Source: an optimization exercise on an open RTL-to-GDS flow (aim: small area and a short achievable clock period). Production flows keep margins and buffers that such runs may drop.
RTL that was checked went through simulation tests only; none was proved equivalent to the original.

==> branch umber <==
==> flow/design.v <==
package mem_pkg;
    typedef enum logic [1:0] {IDLE, WAIT, DONE} state_t;
    localparam int AW_DEF = 8;
    localparam int DW_DEF = 8;
    localparam logic RD = 1'b1;
    localparam logic WR = 1'b0;
endpackage
module mem_array (
    input  logic        CLK,
    input  logic [15:0] wrow,
    input  logic [15:0] hi,
    input  logic [15:0] lo0,
    input  logic [15:0] lo1,
    input  logic [7:0]  wdata0,
    input  logic [7:0]  wdata1,
    output logic [7:0]  rdata
);
    logic [7:0] mem [256];
    logic [7:0] row_q [16];
    logic [255:0] csel;
    always_comb
        for (int w = 0; w < 256; w++)
            csel[w] = (w < 128) ? lo0[w%16] : lo1[w%16];
    always_ff @(posedge CLK)
        for (int w = 0; w < 256; w++)
            if (wrow[w/16] && csel[w]) mem[w] <= (w < 128) ? wdata0 : wdata1;
    always_ff @(posedge CLK)
        for (int h = 0; h < 16; h++) begin
            logic [7:0] row;
            row = '0;
            for (int l = 0; l < 16; l++)
                row = row | (mem[16*h+l] & {8{csel[16*h+l]}});
            row_q[h] <= row;
        end
    always_comb begin
        rdata = '0;
        for (int h = 0; h < 16; h++)
            rdata = rdata | (row_q[h] & {8{hi[h]}});
    end
endmodule
module mem_responder (
    input  logic       CLK,
    input  logic       RST_N,
    input  logic [7:0] bus_in,
    input  logic       MAR_in,
    input  logic       MBR_in,
    input  logic       MBR_out,
    input  logic       WMFC,
    input  logic       rnw,
    output logic [7:0] bus_out,
    output logic       bus_oe,
    output logic       MFC,
    output logic       busy
);
    logic [7:0]  mar;
    logic [15:0] hi_q, lo0_q, lo1_q;    
    logic [7:0]  wd0_q, wd1_q;          
    logic [7:0]  mbr_o, mbr_n;
    logic [1:0]  cnt;
    logic        op;
    logic        busy_o, idle_q;
    logic        mfc_o, ndone_q;
    logic [15:0] wrow;             
    logic        rstb;             
    logic [7:0]  rdata;
    logic        in_idle, in_wait, in_done;
    logic        go, fire, release_;
    logic        busy_d, mfc_d;
    logic [7:0]  mbr_d;
    assign in_idle  = idle_q;
    assign in_wait  = !idle_q && ndone_q;
    assign in_done  = !ndone_q;
    assign go       = in_idle && WMFC;           
    assign fire     = in_wait && (cnt == 2'd0);  
    assign release_ = in_done && !WMFC;          
    mem_array u_mem (
        .CLK   (CLK),
        .wrow  (wrow),
        .hi    (hi_q),
        .lo0   (lo0_q),
        .lo1   (lo1_q),
        .wdata0(wd0_q),
        .wdata1(wd1_q),
        .rdata (rdata)
    );
    always_ff @(posedge CLK) begin
        hi_q  <= 16'd1 << mar[7:4];
        lo0_q <= mar[7] ? 16'd0 : (16'd1 << mar[3:0]);
        lo1_q <= mar[7] ? (16'd1 << mar[3:0]) : 16'd0;
    end
    always_ff @(posedge CLK) begin
        wd0_q <= mar[7] ? 8'h00 : ~mbr_n;
        wd1_q <= mar[7] ? ~mbr_n : 8'h00;
    end
    assign busy_d = go ? 1'b1 : release_ ? 1'b0 : !idle_q;
    assign mfc_d  = fire ? 1'b1 : release_ ? 1'b0 : !ndone_q;
    assign mbr_d  = (in_idle && MBR_in) ? bus_in : rstb ? rdata : ~mbr_n;
    always_ff @(posedge CLK or negedge RST_N) begin
        if (!RST_N) begin
            busy_o  <= 1'b0;
            idle_q  <= 1'b1;
            mfc_o   <= 1'b0;
            ndone_q <= 1'b1;
            cnt     <= '0;
            op      <= 1'b0;
            wrow    <= '0;
            rstb    <= 1'b0;
            mar     <= '0;
            mbr_o   <= '0;
            mbr_n   <= '1;
        end else begin
            busy_o  <= busy_d;
            idle_q  <= !busy_d;
            mfc_o   <= mfc_d;
            ndone_q <= !mfc_d;
            mbr_o   <= mbr_d;
            mbr_n   <= ~mbr_d;
            if (go) begin
                op  <= rnw;
                cnt <= 2'd2;
            end
            if (in_wait) begin
                if (cnt != 2'd0) cnt <= cnt - 2'd1;
                wrow <= ((cnt == 2'd1) && (op == mem_pkg::WR)) ? hi_q : '0;
                rstb <= (cnt == 2'd1) && (op == mem_pkg::RD);
            end
            if (in_idle && MAR_in) mar <= bus_in;
        end
    end
    assign MFC     = mfc_o;
    assign busy    = busy_o;
    assign bus_out = mbr_o;
    assign bus_oe  = MBR_out;
endmodule
==> flow/run.sh <==
#!/bin/bash
# synth_recipe.tcl (not shown) runs the flow's synth.tcl, then flattens the netlist and writes it again
# the make line also repeats each setting of config.mk as NAME=value (left out here)
make -C /OpenROAD-flow-scripts/flow DESIGN_CONFIG=/design/flow/config.mk WORK_HOME=/design/flow/orfs CLKGATE_MAP_FILE= SYNTH_SCRIPT=/design/flow/synth_recipe.tcl finish
==> flow/config.mk <==
export PLATFORM = sky130hd
export DESIGN_NAME = mem_responder
export DESIGN_NICKNAME = mem_responder
export VERILOG_FILES = /design/flow/design.v
export SDC_FILE = /design/flow/constraint.sdc
export NUM_CORES = 4
export LEC_CHECK = 0
export CAP_MARGIN = 20
export CORE_MARGIN = 2
export CORE_UTILIZATION = 60
export CTS_CLUSTER_DIAMETER = 100
export CTS_CLUSTER_SIZE = 30
export SETUP_SLACK_MARGIN = 2.35
export SLEW_MARGIN = 20
==> flow/constraint.sdc <==
create_clock -name core_clock -period 4.5 [get_ports {CLK}]
set_input_delay 0.9000 -clock core_clock [delete_from_list [all_inputs] [get_ports {CLK}]]
set_output_delay 0.9000 -clock core_clock [all_outputs]
set_load 0.01 [all_outputs]
==> inputs of branch yarrow, as changes to branch umber <==
==> flow/design.v (replaced) <==
package mem_pkg;
    typedef enum logic [1:0] {IDLE, WAIT, DONE} state_t;
    localparam int AW_DEF = 8;
    localparam int DW_DEF = 8;
    localparam logic RD = 1'b1;
    localparam logic WR = 1'b0;
endpackage
module mem_array (
    input  logic        CLK,
    input  logic        we,
    input  logic [15:0] hi,
    input  logic [15:0] lo,
    input  logic [7:0]  wdata,
    output logic [7:0]  rdata
);
    logic [7:0] mem [256];
    always_ff @(posedge CLK)
        for (int w = 0; w < 256; w++)
            if (we && hi[w/16] && lo[w%16]) mem[w] <= wdata;
    always_comb begin
        rdata = '0;
        for (int h = 0; h < 16; h++) begin
            logic [7:0] row;
            row = '0;
            for (int l = 0; l < 16; l++)
                row = row | (mem[16*h+l] & {8{lo[l]}});
            rdata = rdata | (row & {8{hi[h]}});
        end
    end
endmodule
module mem_responder (
    input  logic       CLK,
    input  logic       RST_N,
    input  logic [7:0] bus_in,
    input  logic       MAR_in,
    input  logic       MBR_in,
    input  logic       MBR_out,
    input  logic       WMFC,
    input  logic       rnw,
    output logic [7:0] bus_out,
    output logic       bus_oe,
    output logic       MFC,
    output logic       busy
);
    logic [15:0] mar_hi, mar_lo;    
    logic [7:0]  mbr;
    logic [1:0]  cnt;
    logic        op;
    logic        busy_q, done_q;
    logic [7:0]  rdata;
    logic        fire;
    assign fire = busy_q && !done_q && (cnt == 2'd0);
    mem_array u_mem (
        .CLK   (CLK),
        .we    (fire && (op == mem_pkg::WR)),
        .hi    (mar_hi),
        .lo    (mar_lo),
        .wdata (mbr),
        .rdata (rdata)
    );
    function automatic logic [15:0] onehot4(input logic [3:0] v);
        onehot4 = 16'd1 << v;
    endfunction
    always_ff @(posedge CLK or negedge RST_N) begin
        if (!RST_N) begin
            busy_q <= 1'b0;
            done_q <= 1'b0;
            mar_hi <= 16'd1;
            mar_lo <= 16'd1;
            mbr    <= '0;
            cnt    <= '0;
            op     <= 1'b0;
        end else if (!busy_q) begin
            if (MAR_in) begin
                mar_hi <= onehot4(bus_in[7:4]);
                mar_lo <= onehot4(bus_in[3:0]);
            end
            if (MBR_in) mbr <= bus_in;
            if (WMFC) begin
                op     <= rnw;
                cnt    <= 2'd2;
                busy_q <= 1'b1;
            end
        end else if (!done_q) begin
            if (cnt != 2'd0) begin
                cnt <= cnt - 2'd1;
            end else begin
                if (op == mem_pkg::RD) mbr <= rdata;
                done_q <= 1'b1;
            end
        end else if (!WMFC) begin
            busy_q <= 1'b0;
            done_q <= 1'b0;
        end
    end
    assign MFC     = done_q;
    assign busy    = busy_q;
    assign bus_out = mbr;
    assign bus_oe  = MBR_out;
endmodule
CTS_CLUSTER_DIAMETER = not set   (was 100)
CTS_CLUSTER_SIZE = not set   (was 30)
SETUP_SLACK_MARGIN = 2.0   (was 2.35)
==> inputs of branch juniper, as changes to branch umber <==
--- a/flow/design.v
+++ b/flow/design.v
@@ -10,2 +10,5 @@
     input  logic [15:0] wrow,
+    input  logic [15:0] wrow_n,
+    input  logic [15:0] wcol,
+    input  logic [15:0] wcol_n,
     input  logic [15:0] hi,
@@ -23,5 +26,16 @@
             csel[w] = (w < 128) ? lo0[w%16] : lo1[w%16];
+    logic       p_q;
+    logic [7:0] wenc0, wenc1;
+    logic [255:0] we, hold;
+    always_ff @(posedge CLK) p_q <= ~p_q;
+    assign wenc0 = wdata0 ^ {8{p_q}};
+    assign wenc1 = wdata1 ^ {8{p_q}};
+    always_comb
+        for (int w = 0; w < 256; w++) begin
+            we[w]   = ~(wrow_n[w/16] | wcol_n[w%16]);
+            hold[w] = ~(wrow[w/16] & wcol[w%16]);
+        end
     always_ff @(posedge CLK)
         for (int w = 0; w < 256; w++)
-            if (wrow[w/16] && csel[w]) mem[w] <= (w < 128) ? wdata0 : wdata1;
+            mem[w] <= ~((mem[w] & {8{hold[w]}}) | (((w < 128) ? wenc0 : wenc1) & {8{we[w]}}));
     always_ff @(posedge CLK)
@@ -38,2 +52,3 @@
             rdata = rdata | (row_q[h] & {8{hi[h]}});
+        rdata = rdata ^ {8{~p_q}};
     end
@@ -63,2 +78,5 @@
     logic [15:0] wrow;             
+    logic [15:0] wrow_n;           
+    logic [15:0] wcol;             
+    logic [15:0] wcol_n;           
     logic        rstb;             
@@ -78,2 +96,5 @@
         .wrow  (wrow),
+        .wrow_n(wrow_n),
+        .wcol  (wcol),
+        .wcol_n(wcol_n),
         .hi    (hi_q),
@@ -89,2 +110,4 @@
         lo1_q <= mar[7] ? (16'd1 << mar[3:0]) : 16'd0;
+        wcol   <= (in_wait && (cnt == 2'd1) && (op == mem_pkg::WR)) ? lo0_q | lo1_q : 16'd0;
+        wcol_n <= (in_wait && (cnt == 2'd1) && (op == mem_pkg::WR)) ? ~(lo0_q | lo1_q) : 16'hffff;
     end
@@ -106,2 +129,3 @@
             wrow    <= '0;
+            wrow_n  <= '1;
             rstb    <= 1'b0;
@@ -123,3 +147,4 @@
                 if (cnt != 2'd0) cnt <= cnt - 2'd1;
-                wrow <= ((cnt == 2'd1) && (op == mem_pkg::WR)) ? hi_q : '0;
+                wrow   <= ((cnt == 2'd1) && (op == mem_pkg::WR)) ? hi_q : '0;
+                wrow_n <= ((cnt == 2'd1) && (op == mem_pkg::WR)) ? ~hi_q : '1;
                 rstb <= (cnt == 2'd1) && (op == mem_pkg::RD);
CORE_UTILIZATION = 70   (was 60)
CTS_CLUSTER_DIAMETER = 90   (was 100)
PLACE_DENSITY = 0.75   (was not set)
SETUP_SLACK_MARGIN = 2.4   (was 2.35)
==> notes <==
- Register-to-register slack: branch umber > branch juniper > branch yarrow.
- Between branch yarrow and branch juniper, the lower worst hold slack is in branch yarrow (gap 0.040 ns).
- Count of clock-buffer cells in the layout, lowest first: branch juniper, branch umber, branch yarrow.
- The lowest maximum frequency belongs to branch yarrow, the highest to branch umber.
No functional check of the RTL was part of branch yarrow.

-- afterwards: timing with drivers on the ports --
In the flow no input, the clock included, has a driving cell. The finished layouts below were timed again as built, in two steps. Step 1 (the two cells are an assumption about what drives the block):
set clk [get_ports {CLK}]
set_driving_cell -lib_cell sky130_fd_sc_hd__clkbuf_16 $clk
set_driving_cell -lib_cell sky130_fd_sc_hd__buf_2 [delete_from_list [all_inputs] $clk]
Step 2, shift: input delay + t, output delay - t, t = (earliest + latest rising clock arrival at the registers) / 2. This alone moves slack from input paths to output paths. Slacks: ideal / step 1 / step 2; pairs: ideal / step 1.
run	t, ns	slack for setup (ns)	hold slack, ns	worst setup path at the end	worst slew at a driven data input, ns
branch umber	0.803	2.213 / 2.130 / 1.871	0.195 / 0.138 / 0.491	input to register	0.18
branch yarrow	0.909	1.201 / 1.201 / 1.174	0.183 / 0.122 / 0.488	input to register	0.17
branch juniper	0.821	2.193 / 2.108 / 1.785	0.222 / 0.166 / 0.459	input to register	0.12
After both steps every run listed still meets setup and hold. The setup slack of branch juniper, which loses most, moves by -0.085 ns with the drivers and by -0.408 ns with both steps.
